Background: an optimization exercise with open tools, aiming at small area and a short achievable clock period. Do not read the settings as production practice.
RTL that was checked went through simulation tests only; none was proved equivalent to the original.
No functional check of the RTL was part of run 1.

===== flow/run.sh =====
#!/bin/bash
# synth_recipe.tcl (not shown) runs the flow's synth.tcl, then flattens the netlist and writes it again
# the make line also repeats each setting of config.mk as NAME=value (left out here)
make -C /OpenROAD-flow-scripts/flow DESIGN_CONFIG=/design/flow/config.mk WORK_HOME=/design/flow/orfs CLKGATE_MAP_FILE= SYNTH_SCRIPT=/design/flow/synth_recipe.tcl finish

===== flow/config.mk =====
export PLATFORM = sky130hd
export DESIGN_NAME = fpu_top
export DESIGN_NICKNAME = fpu_top
export VERILOG_FILES = /design/flow/design.v
export SDC_FILE = /design/flow/constraint.sdc
export NUM_CORES = 4
export LEC_CHECK = 0
export ABC_AREA = 1
export CAP_MARGIN = 20
export CORE_MARGIN = 2
export CORE_UTILIZATION = 40
export SETUP_SLACK_MARGIN = 5
export SLEW_MARGIN = 20

===== flow/constraint.sdc =====
create_clock -name core_clock -period 17.0 [get_ports {clk}]
set_input_delay 3.4000 -clock core_clock [delete_from_list [all_inputs] [get_ports {clk}]]
set_output_delay 3.4000 -clock core_clock [all_outputs]
set_load 0.01 [all_outputs]

===== flow/design.v =====
package fpu_pkg;
	typedef struct packed {
		logic                   sign;
		logic [8-1:0]  exp;
		logic [23-1:0] frac;
	} float_fields_t;
	typedef union packed {
		logic [32-1:0] word;
		float_fields_t          f;
	} float_t;
	typedef enum logic [1:0] {
		op_add = 2'b00,
		op_sub = 2'b01,
		op_rsv = 2'b10,
		op_mul = 2'b11
	} fpu_op_t;
endpackage
module fpu_pfx_add #(
	parameter int W = 32
) (
	input  logic [W-1:0] i_a,
	input  logic [W-1:0] i_b,
	input  logic         i_ci,
	output logic [W-1:0] o_sum,
	output logic         o_co
);
	localparam int L = $clog2(W + 1);
	logic [W:0] g [L+1];
	logic [W:0] p [L+1];
	always_comb begin
		g[0][0] = i_ci;
		p[0][0] = 1'b0;
		for (int i = 0; i < W; i++) begin
			g[0][i+1] = i_a[i] & i_b[i];
			p[0][i+1] = i_a[i] ^ i_b[i];
		end
		for (int l = 0; l < L; l++) begin
			for (int i = 0; i <= W; i++) begin
				if ((i >> l) & 1) begin
					g[l+1][i] = g[l][i] | (p[l][i] & g[l][((i >> l) << l) - 1]);
					p[l+1][i] = p[l][i] & p[l][((i >> l) << l) - 1];
				end else begin
					g[l+1][i] = g[l][i];
					p[l+1][i] = p[l][i];
				end
			end
		end
		for (int i = 0; i < W; i++) begin
			o_sum[i] = p[0][i+1] ^ g[L][i];
		end
		o_co = g[L][W];
	end
endmodule
module fpu_lzc32 (
	input  logic [31:0] i_v,
	output logic [4:0]  o_cnt
);
	logic [15:0]      v1;
	logic [15:0]      c1;
	logic [7:0]       v2;
	logic [7:0][1:0]  c2;
	logic [3:0]       v3;
	logic [3:0][2:0]  c3;
	logic [1:0]       v4;
	logic [1:0][3:0]  c4;
	always_comb begin
		for (int j = 0; j < 16; j++) begin
			v1[j] = i_v[2*j+1] | i_v[2*j];
			c1[j] = ~i_v[2*j+1];
		end
		for (int j = 0; j < 8; j++) begin
			v2[j] = v1[2*j+1] | v1[2*j];
			c2[j] = v1[2*j+1] ? {1'b0, c1[2*j+1]} : {1'b1, c1[2*j]};
		end
		for (int j = 0; j < 4; j++) begin
			v3[j] = v2[2*j+1] | v2[2*j];
			c3[j] = v2[2*j+1] ? {1'b0, c2[2*j+1]} : {1'b1, c2[2*j]};
		end
		for (int j = 0; j < 2; j++) begin
			v4[j] = v3[2*j+1] | v3[2*j];
			c4[j] = v3[2*j+1] ? {1'b0, c3[2*j+1]} : {1'b1, c3[2*j]};
		end
		o_cnt = v4[1] ? {1'b0, c4[1]} : {1'b1, c4[0]};
	end
endmodule
module fpu_special_case (
	input  fpu_pkg::float_t i_a,
	input  fpu_pkg::float_t i_b,
	input  logic            i_is_mul,
	output logic            o_hit,
	output fpu_pkg::float_t o_value
);
	localparam logic [8-1:0] exp_ones = 255;
	localparam logic [32-2:0] inf_mag = {exp_ones, {23{1'b0}}};
	logic   a_zero;
	logic   a_inf;
	logic   a_nan;
	logic   b_zero;
	logic   b_inf;
	logic   b_nan;
	logic   sign_x;
	fpu_pkg::float_t zero_val;
	fpu_pkg::float_t inf_val;
	logic   a_emax;
	logic   a_f0;
	logic   b_emax;
	logic   b_f0;
	assign a_emax = &i_a.f.exp;
	assign a_f0   = ~|i_a.f.frac;
	assign b_emax = &i_b.f.exp;
	assign b_f0   = ~|i_b.f.frac;
	assign a_zero = ~|i_a.f.exp & a_f0;
	assign a_inf  = a_emax & a_f0;
	assign a_nan  = a_emax & ~a_f0;
	assign b_zero = ~|i_b.f.exp & b_f0;
	assign b_inf  = b_emax & b_f0;
	assign b_nan  = b_emax & ~b_f0;
	assign sign_x        = i_a.f.sign ^ i_b.f.sign;
	assign zero_val.word = {sign_x, {(32-1){1'b0}}};
	assign inf_val.word  = {sign_x, inf_mag};
	always_comb begin
		o_hit   = 1'b1;
		o_value = i_a;
		if (i_is_mul) begin
			if (a_nan) begin
				o_value = i_a;
			end else if (b_nan) begin
				o_value = i_b;
			end else if (a_zero || b_zero) begin
				o_value = zero_val;
			end else if (a_inf || b_inf) begin
				o_value = inf_val;
			end else begin
				o_hit = 1'b0;
			end
		end else begin
			if (a_nan || b_zero) begin
				o_value = i_a;
			end else if (b_nan || a_zero) begin
				o_value = i_b;
			end else if (a_inf) begin
				o_value = i_a;
			end else if (b_inf) begin
				o_value = i_b;
			end else begin
				o_hit = 1'b0;
			end
		end
	end
endmodule
module fpu_add_far (
	input  logic            i_sign,
	input  logic [7:0]      i_exp,
	input  logic [23:0]     i_big_mant,
	input  logic [23:0]     i_small_mant,
	input  logic [4:0]      i_small_tz,
	input  logic [7:0]      i_diff,
	input  logic            i_sub,
	output fpu_pkg::float_t o_sum
);
	logic [25:0] shifted;
	logic        sticky;
	logic [26:0] small_ext;
	logic [27:0] raw;
	logic [23:0] mant;
	logic        guard;
	logic        rest;
	logic        inc;
	logic [24:0] rounded;
	logic [7:0]  exp_m1;
	logic [7:0]  exp_p1;
	logic [7:0]  exp_p2;
	logic [1:0]  exp_sel;
	assign shifted   = (i_diff > 8'd25) ? 26'd0 : ({i_small_mant, 2'b00} >> i_diff[4:0]);
	assign sticky    = ({3'b0, i_small_tz} + 8'd3 <= i_diff);
	assign small_ext = {shifted, sticky};
	logic raw_co;
	fpu_pfx_add #(.W(28)) u_add (
		.i_a   ({1'b0, i_big_mant, 3'b000}),
		.i_b   ({1'b0, small_ext} ^ {28{i_sub}}),
		.i_ci  (i_sub),
		.o_sum (raw),
		.o_co  (raw_co)
	);
	always_comb begin
		if (raw[27]) begin
			mant  = raw[27:4];
			guard = raw[3];
			rest  = |raw[2:0];
		end else if (raw[26]) begin
			mant  = raw[26:3];
			guard = raw[2];
			rest  = |raw[1:0];
		end else begin
			mant  = raw[25:2];
			guard = raw[1];
			rest  = raw[0];
		end
	end
	assign inc     = guard & (rest | mant[0]);
	logic rnd_co;
	fpu_pfx_add #(.W(25)) u_rnd (
		.i_a   ({1'b0, mant}),
		.i_b   (25'd0),
		.i_ci  (inc),
		.o_sum (rounded),
		.o_co  (rnd_co)
	);
	assign exp_m1  = i_exp - 8'd1;
	assign exp_p1  = i_exp + 8'd1;
	assign exp_p2  = i_exp + 8'd2;
	assign exp_sel = raw[27] ? 2'd2 : (raw[26] ? 2'd1 : 2'd0);
	always_comb begin
		case ({exp_sel, rounded[24]})
			3'b000:  o_sum.f.exp = exp_m1;
			3'b001:  o_sum.f.exp = i_exp;
			3'b010:  o_sum.f.exp = i_exp;
			3'b011:  o_sum.f.exp = exp_p1;
			3'b100:  o_sum.f.exp = exp_p1;
			default: o_sum.f.exp = exp_p2;
		endcase
	end
	assign o_sum.f.sign = i_sign;
	assign o_sum.f.frac = rounded[22:0];
endmodule
module fpu_add_near (
	input  logic            i_a_sign,
	input  logic            i_b_sign,
	input  logic [7:0]      i_a_exp,
	input  logic [7:0]      i_b_exp,
	input  logic [23:0]     i_a_mant,
	input  logic [23:0]     i_b_mant,
	input  logic            i_a_big,
	input  logic            i_sub,
	output fpu_pkg::float_t o_sum
);
	logic        d1;
	logic [25:0] a_op;
	logic [25:0] b_op;
	logic [25:0] a_sh;
	logic [25:0] b_sh;
	logic [25:0] raw_ab;
	logic [25:0] raw_ba;
	logic [25:0] raw;
	logic [7:0]  big_exp_p1;
	logic [4:0]  lz;
	logic [25:0] norm;
	logic [22:0] frac_r;
	assign d1   = i_a_exp[0] ^ i_b_exp[0];
	assign a_op = {1'b0, i_a_mant, 1'b0};
	assign b_op = {1'b0, i_b_mant, 1'b0};
	assign a_sh = d1 ? {2'b00, i_a_mant} : a_op;
	assign b_sh = d1 ? {2'b00, i_b_mant} : b_op;
	logic co_ab;
	logic co_ba;
	fpu_pfx_add #(.W(26)) u_ab (
		.i_a   (a_op),
		.i_b   (b_sh ^ {26{i_sub}}),
		.i_ci  (i_sub),
		.o_sum (raw_ab),
		.o_co  (co_ab)
	);
	fpu_pfx_add #(.W(26)) u_ba (
		.i_a   (b_op),
		.i_b   (a_sh ^ {26{i_sub}}),
		.i_ci  (i_sub),
		.o_sum (raw_ba),
		.o_co  (co_ba)
	);
	assign raw    = i_a_big ? raw_ab : raw_ba;
	assign big_exp_p1 = (i_a_big ? i_a_exp : i_b_exp) + 8'd1;
	fpu_lzc32 u_lzc (.i_v({raw, 6'b0}), .o_cnt(lz));
	assign norm = raw << lz;
	logic fr_co;
	fpu_pfx_add #(.W(23)) u_rnd (
		.i_a   (raw[23:1]),
		.i_b   (23'd0),
		.i_ci  (raw[0] & raw[1]),
		.o_sum (frac_r),
		.o_co  (fr_co)
	);
	always_comb begin
		if (raw == '0) begin
			o_sum.word = '0;
		end else begin
			o_sum.f.sign = i_a_big ? i_a_sign : i_b_sign;
			o_sum.f.exp  = big_exp_p1 - {3'b0, lz};
			o_sum.f.frac = (raw[25:24] == 2'b01) ? frac_r : norm[24:2];
		end
	end
endmodule
module fpu_adder (
	input  fpu_pkg::float_t i_a,
	input  fpu_pkg::float_t i_b,
	output fpu_pkg::float_t o_sum
);
	logic        a_big;
	logic [7:0]  a_exp;
	logic [7:0]  b_exp;
	logic [23:0] a_mant;
	logic [23:0] b_mant;
	logic [23:0] a_rev;
	logic [23:0] b_rev;
	logic [4:0]  a_tz;
	logic [4:0]  b_tz;
	logic [8:0]  d_ab;
	logic [8:0]  d_ba;
	logic        a_ge;
	logic [7:0]  diff;
	logic        eff_sub;
	logic        near;
	fpu_pkg::float_t far_sum;
	fpu_pkg::float_t near_sum;
	assign a_exp  = i_a.f.exp | {7'b0, ~|i_a.f.exp};
	assign b_exp  = i_b.f.exp | {7'b0, ~|i_b.f.exp};
	assign a_mant = {|i_a.f.exp, i_a.f.frac};
	assign b_mant = {|i_b.f.exp, i_b.f.frac};
	logic [30:0] cmp_sum;
	fpu_pfx_add #(.W(31)) u_cmp (
		.i_a   (i_a.word[30:0]),
		.i_b   (~i_b.word[30:0]),
		.i_ci  (1'b1),
		.o_sum (cmp_sum),
		.o_co  (a_big)
	);
	assign d_ab = {1'b0, a_exp} - {1'b0, b_exp};
	assign d_ba = {1'b0, b_exp} - {1'b0, a_exp};
	assign a_ge = ~d_ab[8];
	assign diff = a_ge ? d_ab[7:0] : d_ba[7:0];
	always_comb begin
		for (int i = 0; i < 24; i++) begin
			a_rev[i] = a_mant[23-i];
			b_rev[i] = b_mant[23-i];
		end
	end
	fpu_lzc32 u_tza (.i_v({a_rev, 8'hff}), .o_cnt(a_tz));
	fpu_lzc32 u_tzb (.i_v({b_rev, 8'hff}), .o_cnt(b_tz));
	assign eff_sub = i_a.f.sign ^ i_b.f.sign;
	assign near = (diff[7:1] == 7'd0) & (eff_sub | ~(a_mant[23] | b_mant[23]));
	fpu_add_far u_far (
		.i_sign       (a_ge ? i_a.f.sign : i_b.f.sign),
		.i_exp        (a_ge ? a_exp : b_exp),
		.i_big_mant   (a_ge ? a_mant : b_mant),
		.i_small_mant (a_ge ? b_mant : a_mant),
		.i_small_tz   (a_ge ? b_tz : a_tz),
		.i_diff       (diff),
		.i_sub        (eff_sub),
		.o_sum        (far_sum)
	);
	fpu_add_near u_near (
		.i_a_sign (i_a.f.sign),
		.i_b_sign (i_b.f.sign),
		.i_a_exp  (a_exp),
		.i_b_exp  (b_exp),
		.i_a_mant (a_mant),
		.i_b_mant (b_mant),
		.i_a_big  (a_big),
		.i_sub    (eff_sub),
		.o_sum    (near_sum)
	);
	assign o_sum = near ? near_sum : far_sum;
endmodule
module fpu_multiplier (
	input  fpu_pkg::float_t i_a,
	input  fpu_pkg::float_t i_b,
	output fpu_pkg::float_t o_product
);
	logic [23:0] a_mant;
	logic [23:0] b_mant;
	logic [4:0]  a_lz;
	logic [4:0]  b_lz;
	logic [5:0]  shift;
	logic [47:0] row0;
	logic [47:0] row1;
	logic [47:0] product;
	logic [47:0] norm;
	logic [7:0]  exp_base;
	assign a_mant = {|i_a.f.exp, i_a.f.frac};
	assign b_mant = {|i_b.f.exp, i_b.f.frac};
	fpu_lzc32 u_lza (.i_v({a_mant, 8'hff}), .o_cnt(a_lz));
	fpu_lzc32 u_lzb (.i_v({b_mant, 8'hff}), .o_cnt(b_lz));
	assign shift = {1'b0, a_lz} + {1'b0, b_lz};
	fpu_mul_tree u_tree (
		.i_a    (a_mant),
		.i_b    (b_mant),
		.o_row0 (row0),
		.o_row1 (row1)
	);
	logic prod_co;
	fpu_pfx_add #(.W(48)) u_cpa (
		.i_a   (row0),
		.i_b   (row1),
		.i_ci  (1'b0),
		.o_sum (product),
		.o_co  (prod_co)
	);
	assign norm    = product << shift;
	assign exp_base = (i_a.f.exp | {7'b0, ~|i_a.f.exp}) + (i_b.f.exp | {7'b0, ~|i_b.f.exp})
	                  - 8'(127) - {2'b0, shift};
	always_comb begin
		o_product.f.sign = i_a.f.sign ^ i_b.f.sign;
		if (norm[47]) begin
			o_product.f.exp  = exp_base + 8'd1;
			o_product.f.frac = norm[46:24];
		end else begin
			o_product.f.exp  = exp_base;
			o_product.f.frac = norm[45:23];
		end
	end
endmodule
module fpu_mul_tree (
	input  logic [23:0] i_a,
	input  logic [23:0] i_b,
	output logic [47:0] o_row0,
	output logic [47:0] o_row1
);
	logic [24:0] b_ext;
	logic [24:0] a_x1;
	logic [24:0] a_x2;
	logic [11:0] one;
	logic [11:0] two;
	logic [11:0] neg;
	logic [11:0] nneg;
	logic [24:0] x0;
	logic [24:0] x1;
	logic [24:0] x2;
	logic [24:0] x3;
	logic [24:0] x4;
	logic [24:0] x5;
	logic [24:0] x6;
	logic [24:0] x7;
	logic [24:0] x8;
	logic [24:0] x9;
	logic [24:0] x10;
	logic [24:0] x11;
	logic [23:0] top;
	logic t1, t2, t3, t4, t5, t6, t7, t8, t9, t10, t11, t12, t13, t14, t15, t16, t17, t18, t19, t20, t21, t22, t23, t24, t25, t26, t27, t28, t29, t30, t31, t32, t33, t34, t35, t36, t37, t38, t39, t40, t41, t42, t43, t44, t45, t46, t47, t48, t49, t50, t51, t52, t53, t54, t55, t56, t57, t58, t59, t60, t61, t62, t63, t64, t65, t66, t67, t68, t69, t70, t71, t72, t73, t74, t75, t76, t77, t78, t79, t80, t81, t82, t83, t84, t85, t86, t87, t88, t89, t90, t91, t92, t93, t94, t95, t96, t97, t98, t99, t100, t101, t102, t103, t104, t105, t106, t107, t108, t109, t110, t111, t112, t113, t114, t115, t116, t117, t118, t119, t120, t121, t122, t123, t124, t125, t126, t127, t128, t129, t130, t131, t132, t133, t134, t135, t136, t137, t138, t139, t140, t141, t142, t143, t144, t145, t146, t147, t148, t149, t150, t151, t152, t153, t154, t155, t156, t157, t158, t159, t160, t161, t162, t163, t164, t165, t166, t167, t168, t169, t170, t171, t172, t173, t174, t175, t176, t177, t178, t179, t180, t181, t182, t183, t184, t185, t186, t187, t188, t189, t190, t191, t192, t193, t194, t195, t196, t197, t198, t199, t200, t201, t202, t203, t204, t205, t206, t207, t208, t209, t210, t211, t212, t213, t214, t215, t216, t217, t218, t219, t220, t221, t222, t223, t224, t225, t226, t227, t228, t229, t230, t231, t232, t233, t234, t235, t236, t237, t238, t239, t240, t241, t242, t243, t244, t245, t246, t247, t248, t249, t250, t251, t252, t253, t254, t255, t256, t257, t258, t259, t260, t261, t262, t263, t264, t265, t266, t267, t268, t269, t270, t271, t272, t273, t274, t275, t276, t277, t278, t279, t280, t281, t282, t283, t284, t285, t286, t287, t288, t289, t290, t291, t292, t293, t294, t295, t296, t297, t298, t299, t300, t301, t302, t303, t304, t305, t306, t307, t308, t309, t310, t311, t312, t313, t314, t315, t316, t317, t318, t319, t320, t321, t322, t323, t324, t325, t326, t327, t328, t329, t330, t331, t332, t333, t334, t335, t336, t337, t338, t339, t340, t341, t342, t343, t344, t345, t346, t347, t348, t349, t350, t351, t352, t353, t354, t355, t356, t357, t358, t359, t360, t361, t362, t363, t364, t365, t366, t367, t368, t369, t370, t371, t372, t373, t374, t375, t376, t377, t378, t379, t380, t381, t382, t383, t384, t385, t386, t387, t388, t389, t390, t391, t392, t393, t394, t395, t396, t397, t398, t399, t400, t401, t402, t403, t404, t405, t406, t407, t408, t409, t410, t411, t412, t413, t414, t415, t416, t417, t418, t419, t420, t421, t422, t423, t424, t425, t426, t427, t428, t429, t430, t431, t432, t433, t434, t435, t436, t437, t438, t439, t440, t441, t442, t443, t444, t445, t446, t447, t448, t449, t450, t451, t452, t453, t454, t455, t456, t457, t458, t459, t460, t461, t462, t463, t464, t465, t466, t467, t468, t469, t470, t471, t472, t473, t474, t475, t476, t477, t478, t479, t480, t481, t482, t483, t484, t485, t486, t487, t488, t489, t490, t491, t492, t493, t494, t495, t496, t497, t498, t499, t500, t501, t502, t503, t504, t505, t506, t507, t508, t509, t510, t511, t512, t513, t514, t515, t516, t517, t518, t519, t520, t521, t522, t523, t524, t525, t526, t527, t528, t529, t530, t531, t532, t533, t534, t535, t536, t537, t538, t539, t540, t541, t542, t543, t544, t545, t546, t547, t548, t549, t550, t551, t552, t553, t554, t555, t556, t557, t558, t559, t560, t561, t562, t563, t564, t565, t566, t567, t568, t569, t570, t571, t572, t573, t574, t575, t576, t577, t578, t579, t580, t581, t582, t583, t584, t585, t586, t587, t588, t589, t590, t591, t592;
	assign b_ext = {i_b, 1'b0};
	assign a_x1  = {1'b0, i_a};
	assign a_x2  = {i_a, 1'b0};
	assign one[0]  = b_ext[1] ^ b_ext[0];
	assign two[0]  = (b_ext[2] & ~b_ext[1] & ~b_ext[0]) | (~b_ext[2] & b_ext[1] & b_ext[0]);
	assign neg[0]  = b_ext[2];
	assign nneg[0] = ~b_ext[2];
	assign x0 = ((a_x1 & {25{one[0]}}) | (a_x2 & {25{two[0]}})) ^ {25{neg[0]}};
	assign one[1]  = b_ext[3] ^ b_ext[2];
	assign two[1]  = (b_ext[4] & ~b_ext[3] & ~b_ext[2]) | (~b_ext[4] & b_ext[3] & b_ext[2]);
	assign neg[1]  = b_ext[4];
	assign nneg[1] = ~b_ext[4];
	assign x1 = ((a_x1 & {25{one[1]}}) | (a_x2 & {25{two[1]}})) ^ {25{neg[1]}};
	assign one[2]  = b_ext[5] ^ b_ext[4];
	assign two[2]  = (b_ext[6] & ~b_ext[5] & ~b_ext[4]) | (~b_ext[6] & b_ext[5] & b_ext[4]);
	assign neg[2]  = b_ext[6];
	assign nneg[2] = ~b_ext[6];
	assign x2 = ((a_x1 & {25{one[2]}}) | (a_x2 & {25{two[2]}})) ^ {25{neg[2]}};
	assign one[3]  = b_ext[7] ^ b_ext[6];
	assign two[3]  = (b_ext[8] & ~b_ext[7] & ~b_ext[6]) | (~b_ext[8] & b_ext[7] & b_ext[6]);
	assign neg[3]  = b_ext[8];
	assign nneg[3] = ~b_ext[8];
	assign x3 = ((a_x1 & {25{one[3]}}) | (a_x2 & {25{two[3]}})) ^ {25{neg[3]}};
	assign one[4]  = b_ext[9] ^ b_ext[8];
	assign two[4]  = (b_ext[10] & ~b_ext[9] & ~b_ext[8]) | (~b_ext[10] & b_ext[9] & b_ext[8]);
	assign neg[4]  = b_ext[10];
	assign nneg[4] = ~b_ext[10];
	assign x4 = ((a_x1 & {25{one[4]}}) | (a_x2 & {25{two[4]}})) ^ {25{neg[4]}};
	assign one[5]  = b_ext[11] ^ b_ext[10];
	assign two[5]  = (b_ext[12] & ~b_ext[11] & ~b_ext[10]) | (~b_ext[12] & b_ext[11] & b_ext[10]);
	assign neg[5]  = b_ext[12];
	assign nneg[5] = ~b_ext[12];
	assign x5 = ((a_x1 & {25{one[5]}}) | (a_x2 & {25{two[5]}})) ^ {25{neg[5]}};
	assign one[6]  = b_ext[13] ^ b_ext[12];
	assign two[6]  = (b_ext[14] & ~b_ext[13] & ~b_ext[12]) | (~b_ext[14] & b_ext[13] & b_ext[12]);
	assign neg[6]  = b_ext[14];
	assign nneg[6] = ~b_ext[14];
	assign x6 = ((a_x1 & {25{one[6]}}) | (a_x2 & {25{two[6]}})) ^ {25{neg[6]}};
	assign one[7]  = b_ext[15] ^ b_ext[14];
	assign two[7]  = (b_ext[16] & ~b_ext[15] & ~b_ext[14]) | (~b_ext[16] & b_ext[15] & b_ext[14]);
	assign neg[7]  = b_ext[16];
	assign nneg[7] = ~b_ext[16];
	assign x7 = ((a_x1 & {25{one[7]}}) | (a_x2 & {25{two[7]}})) ^ {25{neg[7]}};
	assign one[8]  = b_ext[17] ^ b_ext[16];
	assign two[8]  = (b_ext[18] & ~b_ext[17] & ~b_ext[16]) | (~b_ext[18] & b_ext[17] & b_ext[16]);
	assign neg[8]  = b_ext[18];
	assign nneg[8] = ~b_ext[18];
	assign x8 = ((a_x1 & {25{one[8]}}) | (a_x2 & {25{two[8]}})) ^ {25{neg[8]}};
	assign one[9]  = b_ext[19] ^ b_ext[18];
	assign two[9]  = (b_ext[20] & ~b_ext[19] & ~b_ext[18]) | (~b_ext[20] & b_ext[19] & b_ext[18]);
	assign neg[9]  = b_ext[20];
	assign nneg[9] = ~b_ext[20];
	assign x9 = ((a_x1 & {25{one[9]}}) | (a_x2 & {25{two[9]}})) ^ {25{neg[9]}};
	assign one[10]  = b_ext[21] ^ b_ext[20];
	assign two[10]  = (b_ext[22] & ~b_ext[21] & ~b_ext[20]) | (~b_ext[22] & b_ext[21] & b_ext[20]);
	assign neg[10]  = b_ext[22];
	assign nneg[10] = ~b_ext[22];
	assign x10 = ((a_x1 & {25{one[10]}}) | (a_x2 & {25{two[10]}})) ^ {25{neg[10]}};
	assign one[11]  = b_ext[23] ^ b_ext[22];
	assign two[11]  = (b_ext[24] & ~b_ext[23] & ~b_ext[22]) | (~b_ext[24] & b_ext[23] & b_ext[22]);
	assign neg[11]  = b_ext[24];
	assign nneg[11] = ~b_ext[24];
	assign x11 = ((a_x1 & {25{one[11]}}) | (a_x2 & {25{two[11]}})) ^ {25{neg[11]}};
	assign top = i_a & {24{i_b[23]}};
	assign {t2, t1} = x0[16] + x1[14];
	assign {t4, t3} = x0[17] + x1[15];
	assign {t6, t5} = x0[18] + x1[16] + x2[14];
	assign {t8, t7} = x3[12] + x4[10];
	assign {t10, t9} = x0[19] + x1[17] + x2[15];
	assign {t12, t11} = x3[13] + x4[11];
	assign {t14, t13} = x0[20] + x1[18] + x2[16];
	assign {t16, t15} = x3[14] + x4[12] + x5[10];
	assign {t18, t17} = x6[8] + x7[6];
	assign {t20, t19} = x0[21] + x1[19] + x2[17];
	assign {t22, t21} = x3[15] + x4[13] + x5[11];
	assign {t24, t23} = x6[9] + x7[7];
	assign {t26, t25} = x0[22] + x1[20] + x2[18];
	assign {t28, t27} = x3[16] + x4[14] + x5[12];
	assign {t30, t29} = x6[10] + x7[8] + x8[6];
	assign {t32, t31} = x9[4] + x10[2];
	assign {t34, t33} = x0[23] + x1[21] + x2[19];
	assign {t36, t35} = x3[17] + x4[15] + x5[13];
	assign {t38, t37} = x6[11] + x7[9] + x8[7];
	assign {t40, t39} = x9[5] + x10[3];
	assign {t42, t41} = x0[24] + x1[22] + x2[20];
	assign {t44, t43} = x3[18] + x4[16] + x5[14];
	assign {t46, t45} = x6[12] + x7[10] + x8[8];
	assign {t48, t47} = x9[6] + x10[4] + x11[2];
	assign {t50, t49} = x1[23] + x2[21] + x3[19];
	assign {t52, t51} = x4[17] + x5[15] + x6[13];
	assign {t54, t53} = x7[11] + x8[9] + x9[7];
	assign {t56, t55} = x10[5] + x11[3] + top[1];
	assign {t58, t57} = x1[24] + x2[22] + x3[20];
	assign {t60, t59} = x4[18] + x5[16] + x6[14];
	assign {t62, t61} = x7[12] + x8[10] + x9[8];
	assign {t64, t63} = x10[6] + x11[4] + top[2];
	assign {t66, t65} = nneg[1] + x2[23] + x3[21];
	assign {t68, t67} = x4[19] + x5[17] + x6[15];
	assign {t70, t69} = x7[13] + x8[11] + x9[9];
	assign {t72, t71} = x10[7] + x11[5] + top[3];
	assign {t74, t73} = 1'b1 + x2[24] + x3[22];
	assign {t76, t75} = x4[20] + x5[18] + x6[16];
	assign {t78, t77} = x7[14] + x8[12] + x9[10];
	assign {t80, t79} = x10[8] + x11[6];
	assign {t82, t81} = nneg[2] + x3[23] + x4[21];
	assign {t84, t83} = x5[19] + x6[17] + x7[15];
	assign {t86, t85} = x8[13] + x9[11] + x10[9];
	assign {t88, t87} = 1'b1 + x3[24] + x4[22];
	assign {t90, t89} = x5[20] + x6[18] + x7[16];
	assign {t92, t91} = x8[14] + x9[12];
	assign {t94, t93} = nneg[3] + x4[23] + x5[21];
	assign {t96, t95} = x6[19] + x7[17] + x8[15];
	assign {t98, t97} = 1'b1 + x4[24] + x5[22];
	assign {t100, t99} = x6[20] + x7[18];
	assign {t102, t101} = nneg[4] + x5[23] + x6[21];
	assign {t104, t103} = 1'b1 + x5[24];
	assign {t106, t105} = x0[10] + x1[8];
	assign {t108, t107} = x0[11] + x1[9];
	assign {t110, t109} = x0[12] + x1[10] + x2[8];
	assign {t112, t111} = x3[6] + x4[4];
	assign {t114, t113} = x0[13] + x1[11] + x2[9];
	assign {t116, t115} = x3[7] + x4[5];
	assign {t118, t117} = x0[14] + x1[12] + x2[10];
	assign {t120, t119} = x3[8] + x4[6] + x5[4];
	assign {t122, t121} = x6[2] + x7[0];
	assign {t124, t123} = x0[15] + x1[13] + x2[11];
	assign {t126, t125} = x3[9] + x4[7] + x5[5];
	assign {t128, t127} = x6[3] + x7[1];
	assign {t130, t129} = t1 + x2[12] + x3[10];
	assign {t132, t131} = x4[8] + x5[6] + x6[4];
	assign {t134, t133} = x7[2] + x8[0] + neg[8];
	assign {t136, t135} = t2 + t3 + x2[13];
	assign {t138, t137} = x3[11] + x4[9] + x5[7];
	assign {t140, t139} = x6[5] + x7[3] + x8[1];
	assign {t142, t141} = t4 + t5 + t7;
	assign {t144, t143} = x5[8] + x6[6] + x7[4];
	assign {t146, t145} = x8[2] + x9[0] + neg[9];
	assign {t148, t147} = t6 + t8 + t9;
	assign {t150, t149} = t11 + x5[9] + x6[7];
	assign {t152, t151} = x7[5] + x8[3] + x9[1];
	assign {t154, t153} = t10 + t12 + t13;
	assign {t156, t155} = t15 + t17 + x8[4];
	assign {t158, t157} = x9[2] + x10[0] + neg[10];
	assign {t160, t159} = t14 + t16 + t18;
	assign {t162, t161} = t19 + t21 + t23;
	assign {t164, t163} = x8[5] + x9[3] + x10[1];
	assign {t166, t165} = t20 + t22 + t24;
	assign {t168, t167} = t25 + t27 + t29;
	assign {t170, t169} = t31 + x11[0] + neg[11];
	assign {t172, t171} = t26 + t28 + t30;
	assign {t174, t173} = t32 + t33 + t35;
	assign {t176, t175} = t37 + t39 + x11[1];
	assign {t178, t177} = t34 + t36 + t38;
	assign {t180, t179} = t40 + t41 + t43;
	assign {t182, t181} = t45 + t47 + top[0];
	assign {t184, t183} = t42 + t44 + t46;
	assign {t186, t185} = t48 + t49 + t51;
	assign {t188, t187} = t53 + t55 + neg[0];
	assign {t190, t189} = t50 + t52 + t54;
	assign {t192, t191} = t56 + t57 + t59;
	assign {t194, t193} = t61 + t63 + neg[0];
	assign {t196, t195} = t58 + t60 + t62;
	assign {t198, t197} = t64 + t65 + t67;
	assign {t200, t199} = t69 + t71 + nneg[0];
	assign {t202, t201} = t66 + t68 + t70;
	assign {t204, t203} = t72 + t73 + t75;
	assign {t206, t205} = t77 + t79 + top[4];
	assign {t208, t207} = t74 + t76 + t78;
	assign {t210, t209} = t80 + t81 + t83;
	assign {t212, t211} = t85 + x11[7] + top[5];
	assign {t214, t213} = t82 + t84 + t86;
	assign {t216, t215} = t87 + t89 + t91;
	assign {t218, t217} = x10[10] + x11[8] + top[6];
	assign {t220, t219} = t88 + t90 + t92;
	assign {t222, t221} = t93 + t95 + x9[13];
	assign {t224, t223} = x10[11] + x11[9] + top[7];
	assign {t226, t225} = t94 + t96 + t97;
	assign {t228, t227} = t99 + x8[16] + x9[14];
	assign {t230, t229} = x10[12] + x11[10] + top[8];
	assign {t232, t231} = t98 + t100 + t101;
	assign {t234, t233} = x7[19] + x8[17] + x9[15];
	assign {t236, t235} = x10[13] + x11[11] + top[9];
	assign {t238, t237} = t102 + t103 + x6[22];
	assign {t240, t239} = x7[20] + x8[18] + x9[16];
	assign {t242, t241} = x10[14] + x11[12] + top[10];
	assign {t244, t243} = t104 + nneg[5] + x6[23];
	assign {t246, t245} = x7[21] + x8[19] + x9[17];
	assign {t248, t247} = x10[15] + x11[13] + top[11];
	assign {t250, t249} = 1'b1 + x6[24] + x7[22];
	assign {t252, t251} = x8[20] + x9[18] + x10[16];
	assign {t254, t253} = x11[14] + top[12];
	assign {t256, t255} = nneg[6] + x7[23] + x8[21];
	assign {t258, t257} = x9[19] + x10[17] + x11[15];
	assign {t260, t259} = 1'b1 + x7[24] + x8[22];
	assign {t262, t261} = x9[20] + x10[18];
	assign {t264, t263} = nneg[7] + x8[23] + x9[21];
	assign {t266, t265} = 1'b1 + x8[24];
	assign {t268, t267} = x0[6] + x1[4];
	assign {t270, t269} = x0[7] + x1[5];
	assign {t272, t271} = x0[8] + x1[6] + x2[4];
	assign {t274, t273} = x3[2] + x4[0];
	assign {t276, t275} = x0[9] + x1[7] + x2[5];
	assign {t278, t277} = x3[3] + x4[1];
	assign {t280, t279} = t105 + x2[6] + x3[4];
	assign {t282, t281} = x4[2] + x5[0] + neg[5];
	assign {t284, t283} = t106 + t107 + x2[7];
	assign {t286, t285} = x3[5] + x4[3] + x5[1];
	assign {t288, t287} = t108 + t109 + t111;
	assign {t290, t289} = x5[2] + x6[0] + neg[6];
	assign {t292, t291} = t110 + t112 + t113;
	assign {t294, t293} = t115 + x5[3] + x6[1];
	assign {t296, t295} = t114 + t116 + t117;
	assign {t298, t297} = t119 + t121 + neg[7];
	assign {t300, t299} = t118 + t120 + t122;
	assign {t302, t301} = t123 + t125 + t127;
	assign {t304, t303} = t124 + t126 + t128;
	assign {t306, t305} = t129 + t131 + t133;
	assign {t308, t307} = t130 + t132 + t134;
	assign {t310, t309} = t135 + t137 + t139;
	assign {t312, t311} = t136 + t138 + t140;
	assign {t314, t313} = t141 + t143 + t145;
	assign {t316, t315} = t142 + t144 + t146;
	assign {t318, t317} = t147 + t149 + t151;
	assign {t320, t319} = t148 + t150 + t152;
	assign {t322, t321} = t153 + t155 + t157;
	assign {t324, t323} = t154 + t156 + t158;
	assign {t326, t325} = t159 + t161 + t163;
	assign {t328, t327} = t160 + t162 + t164;
	assign {t330, t329} = t165 + t167 + t169;
	assign {t332, t331} = t166 + t168 + t170;
	assign {t334, t333} = t171 + t173 + t175;
	assign {t336, t335} = t172 + t174 + t176;
	assign {t338, t337} = t177 + t179 + t181;
	assign {t340, t339} = t178 + t180 + t182;
	assign {t342, t341} = t183 + t185 + t187;
	assign {t344, t343} = t184 + t186 + t188;
	assign {t346, t345} = t189 + t191 + t193;
	assign {t348, t347} = t190 + t192 + t194;
	assign {t350, t349} = t195 + t197 + t199;
	assign {t352, t351} = t196 + t198 + t200;
	assign {t354, t353} = t201 + t203 + t205;
	assign {t356, t355} = t202 + t204 + t206;
	assign {t358, t357} = t207 + t209 + t211;
	assign {t360, t359} = t208 + t210 + t212;
	assign {t362, t361} = t213 + t215 + t217;
	assign {t364, t363} = t214 + t216 + t218;
	assign {t366, t365} = t219 + t221 + t223;
	assign {t368, t367} = t220 + t222 + t224;
	assign {t370, t369} = t225 + t227 + t229;
	assign {t372, t371} = t226 + t228 + t230;
	assign {t374, t373} = t231 + t233 + t235;
	assign {t376, t375} = t232 + t234 + t236;
	assign {t378, t377} = t237 + t239 + t241;
	assign {t380, t379} = t238 + t240 + t242;
	assign {t382, t381} = t243 + t245 + t247;
	assign {t384, t383} = t244 + t246 + t248;
	assign {t386, t385} = t249 + t251 + t253;
	assign {t388, t387} = t250 + t252 + t254;
	assign {t390, t389} = t255 + t257 + top[13];
	assign {t392, t391} = t256 + t258 + t259;
	assign {t394, t393} = t261 + x11[16] + top[14];
	assign {t396, t395} = t260 + t262 + t263;
	assign {t398, t397} = x10[19] + x11[17] + top[15];
	assign {t400, t399} = t264 + t265 + x9[22];
	assign {t402, t401} = x10[20] + x11[18] + top[16];
	assign {t404, t403} = t266 + nneg[8] + x9[23];
	assign {t406, t405} = x10[21] + x11[19] + top[17];
	assign {t408, t407} = 1'b1 + x9[24] + x10[22];
	assign {t410, t409} = x11[20] + top[18];
	assign {t412, t411} = nneg[9] + x10[23] + x11[21];
	assign {t414, t413} = 1'b1 + x10[24];
	assign {t416, t415} = x0[4] + x1[2];
	assign {t418, t417} = x0[5] + x1[3];
	assign {t420, t419} = t267 + x2[2] + x3[0];
	assign {t422, t421} = t268 + t269 + x2[3];
	assign {t424, t423} = t270 + t271 + t273;
	assign {t426, t425} = t272 + t274 + t275;
	assign {t428, t427} = t276 + t278 + t279;
	assign {t430, t429} = t280 + t282 + t283;
	assign {t432, t431} = t284 + t286 + t287;
	assign {t434, t433} = t288 + t290 + t291;
	assign {t436, t435} = t292 + t294 + t295;
	assign {t438, t437} = t296 + t298 + t299;
	assign {t440, t439} = t300 + t302 + t303;
	assign {t442, t441} = t304 + t306 + t307;
	assign {t444, t443} = t308 + t310 + t311;
	assign {t446, t445} = t312 + t314 + t315;
	assign {t448, t447} = t316 + t318 + t319;
	assign {t450, t449} = t320 + t322 + t323;
	assign {t452, t451} = t324 + t326 + t327;
	assign {t454, t453} = t328 + t330 + t331;
	assign {t456, t455} = t332 + t334 + t335;
	assign {t458, t457} = t336 + t338 + t339;
	assign {t460, t459} = t340 + t342 + t343;
	assign {t462, t461} = t344 + t346 + t347;
	assign {t464, t463} = t348 + t350 + t351;
	assign {t466, t465} = t352 + t354 + t355;
	assign {t468, t467} = t356 + t358 + t359;
	assign {t470, t469} = t360 + t362 + t363;
	assign {t472, t471} = t364 + t366 + t367;
	assign {t474, t473} = t368 + t370 + t371;
	assign {t476, t475} = t372 + t374 + t375;
	assign {t478, t477} = t376 + t378 + t379;
	assign {t480, t479} = t380 + t382 + t383;
	assign {t482, t481} = t384 + t386 + t387;
	assign {t484, t483} = t388 + t390 + t391;
	assign {t486, t485} = t392 + t394 + t395;
	assign {t488, t487} = t396 + t398 + t399;
	assign {t490, t489} = t400 + t402 + t403;
	assign {t492, t491} = t404 + t406 + t407;
	assign {t494, t493} = t408 + t410 + t411;
	assign {t496, t495} = t412 + t413 + x11[22];
	assign {t498, t497} = t414 + nneg[10] + x11[23];
	assign {t500, t499} = 1'b1 + x11[24];
	assign {t502, t501} = x0[2] + x1[0];
	assign {t504, t503} = x0[3] + x1[1];
	assign {t506, t505} = t415 + x2[0] + neg[2];
	assign {t508, t507} = t416 + t417 + x2[1];
	assign {t510, t509} = t418 + t419 + neg[3];
	assign {t512, t511} = t420 + t421 + x3[1];
	assign {t514, t513} = t422 + t423 + neg[4];
	assign {t516, t515} = t424 + t425 + t277;
	assign {t518, t517} = t426 + t427 + t281;
	assign {t520, t519} = t428 + t429 + t285;
	assign {t522, t521} = t430 + t431 + t289;
	assign {t524, t523} = t432 + t433 + t293;
	assign {t526, t525} = t434 + t435 + t297;
	assign {t528, t527} = t436 + t437 + t301;
	assign {t530, t529} = t438 + t439 + t305;
	assign {t532, t531} = t440 + t441 + t309;
	assign {t534, t533} = t442 + t443 + t313;
	assign {t536, t535} = t444 + t445 + t317;
	assign {t538, t537} = t446 + t447 + t321;
	assign {t540, t539} = t448 + t449 + t325;
	assign {t542, t541} = t450 + t451 + t329;
	assign {t544, t543} = t452 + t453 + t333;
	assign {t546, t545} = t454 + t455 + t337;
	assign {t548, t547} = t456 + t457 + t341;
	assign {t550, t549} = t458 + t459 + t345;
	assign {t552, t551} = t460 + t461 + t349;
	assign {t554, t553} = t462 + t463 + t353;
	assign {t556, t555} = t464 + t465 + t357;
	assign {t558, t557} = t466 + t467 + t361;
	assign {t560, t559} = t468 + t469 + t365;
	assign {t562, t561} = t470 + t471 + t369;
	assign {t564, t563} = t472 + t473 + t373;
	assign {t566, t565} = t474 + t475 + t377;
	assign {t568, t567} = t476 + t477 + t381;
	assign {t570, t569} = t478 + t479 + t385;
	assign {t572, t571} = t480 + t481 + t389;
	assign {t574, t573} = t482 + t483 + t393;
	assign {t576, t575} = t484 + t485 + t397;
	assign {t578, t577} = t486 + t487 + t401;
	assign {t580, t579} = t488 + t489 + t405;
	assign {t582, t581} = t490 + t491 + t409;
	assign {t584, t583} = t492 + t493 + top[19];
	assign {t586, t585} = t494 + t495 + top[20];
	assign {t588, t587} = t496 + t497 + top[21];
	assign {t590, t589} = t498 + t499 + top[22];
	assign {t592, t591} = t500 + nneg[11] + top[23];
	assign o_row0[0] = x0[0];
	assign o_row1[0] = neg[0];
	assign o_row0[1] = x0[1];
	assign o_row1[1] = 1'b0;
	assign o_row0[2] = t501;
	assign o_row1[2] = neg[1];
	assign o_row0[3] = t502;
	assign o_row1[3] = t503;
	assign o_row0[4] = t504;
	assign o_row1[4] = t505;
	assign o_row0[5] = t506;
	assign o_row1[5] = t507;
	assign o_row0[6] = t508;
	assign o_row1[6] = t509;
	assign o_row0[7] = t510;
	assign o_row1[7] = t511;
	assign o_row0[8] = t512;
	assign o_row1[8] = t513;
	assign o_row0[9] = t514;
	assign o_row1[9] = t515;
	assign o_row0[10] = t516;
	assign o_row1[10] = t517;
	assign o_row0[11] = t518;
	assign o_row1[11] = t519;
	assign o_row0[12] = t520;
	assign o_row1[12] = t521;
	assign o_row0[13] = t522;
	assign o_row1[13] = t523;
	assign o_row0[14] = t524;
	assign o_row1[14] = t525;
	assign o_row0[15] = t526;
	assign o_row1[15] = t527;
	assign o_row0[16] = t528;
	assign o_row1[16] = t529;
	assign o_row0[17] = t530;
	assign o_row1[17] = t531;
	assign o_row0[18] = t532;
	assign o_row1[18] = t533;
	assign o_row0[19] = t534;
	assign o_row1[19] = t535;
	assign o_row0[20] = t536;
	assign o_row1[20] = t537;
	assign o_row0[21] = t538;
	assign o_row1[21] = t539;
	assign o_row0[22] = t540;
	assign o_row1[22] = t541;
	assign o_row0[23] = t542;
	assign o_row1[23] = t543;
	assign o_row0[24] = t544;
	assign o_row1[24] = t545;
	assign o_row0[25] = t546;
	assign o_row1[25] = t547;
	assign o_row0[26] = t548;
	assign o_row1[26] = t549;
	assign o_row0[27] = t550;
	assign o_row1[27] = t551;
	assign o_row0[28] = t552;
	assign o_row1[28] = t553;
	assign o_row0[29] = t554;
	assign o_row1[29] = t555;
	assign o_row0[30] = t556;
	assign o_row1[30] = t557;
	assign o_row0[31] = t558;
	assign o_row1[31] = t559;
	assign o_row0[32] = t560;
	assign o_row1[32] = t561;
	assign o_row0[33] = t562;
	assign o_row1[33] = t563;
	assign o_row0[34] = t564;
	assign o_row1[34] = t565;
	assign o_row0[35] = t566;
	assign o_row1[35] = t567;
	assign o_row0[36] = t568;
	assign o_row1[36] = t569;
	assign o_row0[37] = t570;
	assign o_row1[37] = t571;
	assign o_row0[38] = t572;
	assign o_row1[38] = t573;
	assign o_row0[39] = t574;
	assign o_row1[39] = t575;
	assign o_row0[40] = t576;
	assign o_row1[40] = t577;
	assign o_row0[41] = t578;
	assign o_row1[41] = t579;
	assign o_row0[42] = t580;
	assign o_row1[42] = t581;
	assign o_row0[43] = t582;
	assign o_row1[43] = t583;
	assign o_row0[44] = t584;
	assign o_row1[44] = t585;
	assign o_row0[45] = t586;
	assign o_row1[45] = t587;
	assign o_row0[46] = t588;
	assign o_row1[46] = t589;
	assign o_row0[47] = t590;
	assign o_row1[47] = t591;
endmodule
module fpu_top (
	input  logic             clk,
	input  logic             i_rst_n,
	input  logic [1:0]       i_op,
	input  logic [31:0]      i_a,
	input  logic [31:0]      i_b,
	output logic [31:0]      o_result
);
	fpu_pkg::float_t a_w;
	fpu_pkg::float_t b_w;
	logic   is_sub;
	logic   is_mul;
	fpu_pkg::float_t eff_b;
	logic   sc_hit;
	fpu_pkg::float_t sc_value;
	fpu_pkg::float_t sum;
	fpu_pkg::float_t product;
	fpu_pkg::float_t next_result;
	assign a_w.word = i_a;
	assign b_w.word = i_b;
	assign is_sub = (i_op == fpu_pkg::op_sub);
	assign is_mul = (i_op == fpu_pkg::op_mul);
	always_comb begin
		eff_b        = b_w;
		eff_b.f.sign = b_w.f.sign ^ is_sub;
	end
	fpu_special_case u_special (
		.i_a      (a_w),
		.i_b      (eff_b),
		.i_is_mul (is_mul),
		.o_hit    (sc_hit),
		.o_value  (sc_value)
	);
	fpu_adder u_adder (
		.i_a   (a_w),
		.i_b   (eff_b),
		.o_sum (sum)
	);
	fpu_multiplier u_mult (
		.i_a       (a_w),
		.i_b       (b_w),
		.o_product (product)
	);
	always_comb begin
		case (i_op)
			fpu_pkg::op_rsv:  next_result.word = 32'h7FC0_0000;
			fpu_pkg::op_mul:  next_result = sc_hit ? sc_value : product;
			default: next_result = sc_hit ? sc_value : sum;
		endcase
	end
	always_ff @(posedge clk or negedge i_rst_n) begin
		if (!i_rst_n) begin
			o_result <= '0;
		end else begin
			o_result <= next_result.word;
		end
	end
endmodule

==> results of run 1 <==
[synth_stat cells, types with 8 or more instances]
cell and instances:
xor2_1 401, inv_2 20, nor2_1 329, o21ai_0 345, o211ai_1 45, nor4_1 11, xnor2_1 52, buf_1 72
mux2i_1 8, a21o_1 10, nand2_4 11, o22ai_1 279, ha_1 242, nand2_2 9, a31oi_1 32, dfrtp_1 32
buf_2 36, nand3_1 539, a21oi_1 206, a221oi_1 9, nand3b_1 8, nand4_1 38, nor3_1 27, clkbuf_1 210
or2_2 25, clkinv_1 22, o221ai_1 28, fa_1 273, buf_6 8, inv_1 634, o21ai_1 27, nand2_1 1380
[worst max-delay path, delay by kind of cell]
kind                       cells  cell delay [ns]
xor gates and xnor gates       2             0.68
adders and majority gates      7             3.27
AOI/OAI and AO/OA              5             0.89
buffers and inverters          6             1.85
and+or+nand+nor               13             1.70
[what timing repair did]
action	in CTS	in global routing
setup endpoints to repair	31	31
setup buffers	37	63
endpoints found under the hold margin	0	0
resized for setup	135	154
gates cloned	16	8
pin swaps	15	36
[final cells by class]
| cell class | count | share of cell area |
|---|---|---|
| diodes | 2 | 0.000133 |
| repair buffers | 313 | 0.0769 |
| clock buffers | 5 | 0.00334 |
| multi-input cells | 4419 | 0.789 |
| clock inverters | 3 | 0.00113 |
| inverters | 676 | 0.0709 |
| well taps | 1070 | 0.0357 |
| repair inverters | 6 | 0.00123 |
| flip-flops and latches | 32 | 0.0213 |
[worst paths after layout]
path	from	endpoint	slack (ns)	cells after the start
min in group core_clock	i_a[24]	o_result[24]	3.62	5
max in group asynchronous	i_rst_n	o_result[25]	13.15	2
max	i_a[4]	o_result[11]	5.30	33
min	i_rst_n	o_result[10]	3.53	2
[layout by cell type (no fill, tap or decap), drive strengths merged, types with 4 or more instances in the layout]
cell type	instances
a2111oi	4
a21o	10
a21oi	210
a221oi	9
a22o	4
a31oi	32
a32o	4
a41oi	4
buf	211
clkbuf	20
clkdlybuf4s50	73
clkinv	25
clkinvlp	17
dfrtp	32
dlymetal6s2s	9
fa	273
ha	242
inv	642
mux2i	8
nand2	1411
nand3	545
nand3b	8
nand4	39
nor2	334
nor3	28
nor4	11
o2111ai	5
o211ai	45
o21ai	376
o21bai	6
o221ai	28
o22ai	279
or2	27
xnor2	52
xor2	401
[layer usage]
metal | routed length (um) | vias up
met5 | 69 | -
met4 | 8510 | 12
met3 | 23200 | 533
met2 | 62100 | 2726
met1 | 66200 | 18300
li1 | - | 18000
[metrics by stage]
stage                     hold slack (ns)  utilization  cells
after floorplan                      3.10            -   5441
after global placement               3.84        0.428   6392
after detailed placement             3.84        0.428   6392
after CTS                            3.54        0.443   6453
after global routing                 3.59        0.455   6525
final                                3.53        0.455   6526
[kinds of logic after synthesis]
logic type | count (synthesis) | synth area share
and+or+nand+nor | 2396 | 0.304
buffers and inverters | 1004 | 0.116
AOI/OAI and AO/OA | 1032 | 0.180
other | 1 | 0.000112
xor gates and xnor gates | 453 | 0.119
muxes | 8 | 0.00240
DFF | 32 | 0.0240
adders and majority gates | 515 | 0.254
==> summary.txt, run 1 <==
* Post-synthesis sequential area ratio at 0.0240
* Most used routing layer: met1
* Tot GR Track Use at 0.359
* Chip Height at 293 um
* CTS clock-pin slew for the worst setup and hold paths at 0.07 ns
* Critical Path End Type: register
* Synth warnings at 27
* Synth area leader: fa_1
* Max clock buf depth at 2
* Period Utilization, post-route at 0.688
* Initial Utilization at 0.405
* H-tree depth at 2
* Biggest regs: o_result x32
* DR vias at 39600
* WP data required at 17.15 ns
* Number of distinct library cells after synthesis at 63
* CTS tree: built
* Max FFs per register at 32
* Fin area at 37500 sq um
* Largest net degree at the start of global routing at 79
* Initial DRT Pass Iterations at 9
* Most flop-heavy register: o_result
* RD Place Congestion at 1.05
* Final ANT Viol Nets at 0
* Hold crit path type: in -> async
* Avg WL per Cell at 24.5 um
* Routed wire length at 160000 um
* Core Rows at 105
* Syn_nets at 6024
* Die X at 293 um
* Met3 Use GR at 0.107
* Grt total ovfl at 0
* Clk sinks at 32
* First-pass GRT wire length at 233000 um
* Synth-to-layout area growth at 12.4%
* Post-synth EDFFs at 0
* DRT iter0 DRCs at 5417
* MaxCap Viol Count at 0
* Die area at 85800 sq um
* Top post-synthesis cells by area: fa_1, nand2_1, xor2_1
* Met1 usage at 0.510
* Min cycle time layout at 11.70 ns
* Hold_buf cts at 0
* Post-synthesis register bit count at 32
* Least-Margin Pin Slew at 1.27 ns
* Post-Syn Area at 33400 sq um
* Met2 Use GR at 0.499
* DRC Markers at 0
* Setup Slack @ Placement at 2.38 ns
* Worst path arrival time at 11.84 ns
* CTS Buf Count at 5
* Fin. Hold Viols at 0
* Synth Flop Type: dfrtp_1
* Initial antenna violation count at 11
* Final nets at 6036
* Mean number of vias per cell at 6.06
* Unrepaired setup endpoints after global routing: yes
* I/O Buffers at 99
* Filler instances at 8637
* Final worst slack at 5.30 ns
* Hpwl dp at 114000 um
* Post-Synthesis Cells at 5441
* F_max at 0.0855 GHz
* Register area at 801 sq um
* Clk root buf: clkbuf_16
* CP Launch Type: input port
* IO Pins at 100
* CORE AREA at 82400 sq um
* Slew HR at 0.145
* Vias in the first global route at 36100
* CP Max Fanout at 26
* DP Area at 35300 sq um
* WS Path Type: in -> reg
* Most Frequent Cell on Critical Path: fa_1
* Ys async rst share at 1.00
* Outcome: timing/DRC/antenna clean
* Final slew viol count at 0
* Layout cells sized above 1 at 0.0858
* Slowest stage cell, crit path: clkdlybuf4s50_1
* Final setup TNS at 0 ns
* Area of the multi-input gates at 29600 sq um
* Syn avg cell area at 6.13 sq um
* Setup violations, final at 0
* Max stage delay on crit path at 0.96 ns
* Area share of the largest cell type after synthesis at 0.164
==> inputs of run 2 (changes only) <==
--- a/flow/design.v
+++ b/flow/design.v
@@ -25,5 +25,5 @@
 	output logic         o_co
 );
-	localparam int L = $clog2(W + 1);
+	localparam int L = (W >= 32) ? 6 : (W >= 16) ? 5 : (W >= 8) ? 4 : (W >= 4) ? 3 : (W >= 2) ? 2 : 1;
 	logic [W:0] g [L+1];
 	logic [W:0] p [L+1];
==> summary.txt, run 2 <==
* Outcome: timing/DRC/antenna clean
* Slew HR at 0.145 (unchanged)
* Period Utilization, post-route at 0.688 (unchanged)
* Routed wire length at 160000 um (unchanged)
* MaxCap Viol Count at 0 (unchanged)
* Max clock buf depth at 2 (unchanged)
* Synth warnings at 27 (unchanged)
* Critical Path End Type: register
* Die X at 293 um (unchanged)
* Max stage delay on crit path at 0.96 ns (about the same)
* DRT iter0 DRCs at 5417 (unchanged)
* Leading cell types in the layout, fill and taps excluded: nand2_1, inv_1, nand3_1, xor2_1, o21ai_0
* Tot GR Track Use at 0.359 (unchanged)
* Mean number of vias per cell at 6.06 (unchanged)
* Slowest stage cell, crit path: clkdlybuf4s50_1
* Synth area leader: fa_1
* CTS tree: built
* Initial DRT Pass Iterations at 9 (unchanged)
* Most Frequent Cell on Critical Path: fa_1
* Area share of the largest cell type after synthesis at 0.164 (unchanged)
* CORE AREA at 82400 sq um (unchanged)
* Most flop-heavy register: o_result
* Hold_buf cts at 0 (unchanged)
* Hpwl dp at 114000 um (unchanged)
* Final design utilization at 0.455 (unchanged)
* Min cycle time layout at 11.70 ns (unchanged)
* Clk root buf: clkbuf_16
* Post-synthesis sequential area ratio at 0.0240 (unchanged)
* IO Pins at 100 (unchanged)
* Post-Synthesis Cells at 5441 (unchanged)
* Hold crit path type: in -> async
* Synth Flop Type: dfrtp_1
* Most common cell in the netlist: nand2_1
* CTS Buf Count at 5 (unchanged)
* DRC Markers at 0 (unchanged)
* Met1 usage at 0.510 (unchanged)
* Post-synth EDFFs at 0 (unchanged)
* Syn_nets at 6024 (unchanged)
* Filler instances at 8637 (unchanged)
* Syn avg cell area at 6.13 sq um (unchanged)
* Initial antenna violation count at 11 (unchanged)
* Most common cell after layout, fill and taps aside: nand2_1
* Met2 Use GR at 0.499 (unchanged)
* CP Launch Type: input port
* Layout cells sized above 1 at 0.0858 (unchanged)
* Post-Syn Area at 33400 sq um (unchanged)
* H-tree depth at 2 (unchanged)
* DR vias at 39600 (unchanged)
* CP Max Fanout at 26 (unchanged)
* Final nets at 6036 (unchanged)
* Top post-synthesis cells by area: fa_1, nand2_1, xor2_1
* Core Rows at 105 (unchanged)
* Grt total ovfl at 0 (unchanged)
* WS Path Type: in -> reg
* F_max at 0.0855 GHz (unchanged)
* Post-synth top cells: nand2_1, inv_1, nand3_1, xor2_1, o21ai_0
* CTS clock-pin slew for the worst setup and hold paths at 0.07 ns (about the same)
* Initial Utilization at 0.405 (unchanged)
* Final setup TNS at 0 ns (unchanged)
* Fin. Hold Viols at 0 (unchanged)
* Ys async rst share at 1.00 (unchanged)
* WP data required at 17.15 ns (about the same)
* Worst path arrival time at 11.84 ns (about the same)
* Final ANT Viol Nets at 0 (unchanged)
* Least-Margin Pin Slew at 1.27 ns (unchanged)
* Met3 Use GR at 0.107 (unchanged)
* Final slew viol count at 0 (unchanged)
* Vias in the first global route at 36100 (unchanged)
* Clk sinks at 32 (unchanged)
* First-pass GRT wire length at 233000 um (unchanged)
* Synth-to-layout area growth at 12.4% (unchanged)
* Largest net degree at the start of global routing at 79 (unchanged)
* Biggest regs: o_result x32
* Post-synthesis register bit count at 32 (unchanged)
* Setup violations, final at 0 (unchanged)
* Max FFs per register at 32 (unchanged)
* Unrepaired setup endpoints after global routing: yes
* Number of distinct library cells after synthesis at 63 (unchanged)
* Most used routing layer: met1
* Chip Height at 293 um (unchanged)
* Die area at 85800 sq um (unchanged)
* Avg WL per Cell at 24.5 um (unchanged)
* I/O Buffers at 99 (unchanged)
* RD Place Congestion at 1.05 (unchanged)
## run 2: cell counts after synthesis
No cell type changed its count.
## run 2: timing repair
action                     CTS  global route
setup endpoints to repair   31            31
cloned                      16             8
resized for setup          135           154
pin swaps                   15            36
buffers inserted            37            63
## run 2: area by class of cell
type | instances | area [sq um] | share of cell area
Multi-Input combinational cell | 4419 | 29600 | 0.789
Timing Repair Buffer | 313 | 2880 | 0.0769
Inverter | 676 | 2660 | 0.0709
Tap cell | 1070 | 1340 | 0.0357
Sequential cell | 32 | 801 | 0.0213
Clock buffer | 5 | 125 | 0.00334
Timing Repair inverter | 6 | 46.3 | 0.00123
Clock inverter | 3 | 42.5 | 0.00113
Antenna cell | 2 | 5.00 | 0.000133
## run 2: per-stage QoR
stage	hold WS (ns)	instance area, sq um	std cells	worst slack, ns
after floorplan	3.10	33400	5441	5.22
after global placement	3.84	35300	6392	2.57
after detailed placement	3.84	35300	6392	2.38
after CTS	3.54	36500	6453	4.99
after global routing	3.59	37500	6525	4.93
final	3.53	37500	6526	5.30
## run 2: cell families after synthesis
| group | count (synthesis) | synth area share |
|---|---|---|
| simple gates | 2396 | 0.304 |
| compound gates | 1032 | 0.180 |
| buf+inv | 1004 | 0.116 |
| fa+ha+maj | 515 | 0.254 |
| xor+xnor | 453 | 0.119 |
| flops | 32 | 0.0240 |
| mux | 8 | 0.00240 |
| other cells | 1 | 0.000112 |
## run 2: per-layer routing
metal	vias to the layer above	wire length, um
met5	-	69
met4	12	8510
met3	533	23200
met2	2726	62100
met1	18300	66200
li1	18000	-
## run 2: path summary, 6_finish.rpt
path	from	to	slack [ns]	cells past startpoint
worst max-delay path	i_a[4]	o_result[11]	5.30	33
worst min-delay path	i_rst_n	o_result[10]	3.53	2
max in group asynchronous	i_rst_n	o_result[25]	13.15	2
min in group core_clock	i_a[24]	o_result[24]	3.62	5
## run 2: critical path, delay by kind of cell
kind	cells	cell delay (ns)
AND/OR/NAND/NOR	13	1.70
buffers and inverters	6	1.85
AO/OA/AOI/OAI	5	0.89
XOR/XNOR	2	0.68
adder cells (fa/ha/maj)	7	3.27

-- port drivers added, routing unchanged --
Ports are ideal in the flow. The routed layouts listed here were re-timed in OpenROAD.
Step 1: set_driving_cell puts a clkbuf_16 on clk and a buf_2 on each other input, an assumption about the parent block.
Step 2, shift: input delay + t, output delay - t, t = (earliest + latest rising clock arrival at the registers) / 2. This alone moves slack from input paths to output paths.
Slacks: ideal ports / drivers / drivers and shift; pairs: ideal ports / drivers.
| run | shift t [ns] | slack for setup (ns) | pins driven straight from the clock port |
|---|---|---|---|
| run 1 | 0.320 | 5.303 / 5.317 / 4.997 | 1 |
| run 2 | 0.320 | 5.303 / 5.317 / 4.997 | 1 |
After both steps every run listed still meets setup and hold.
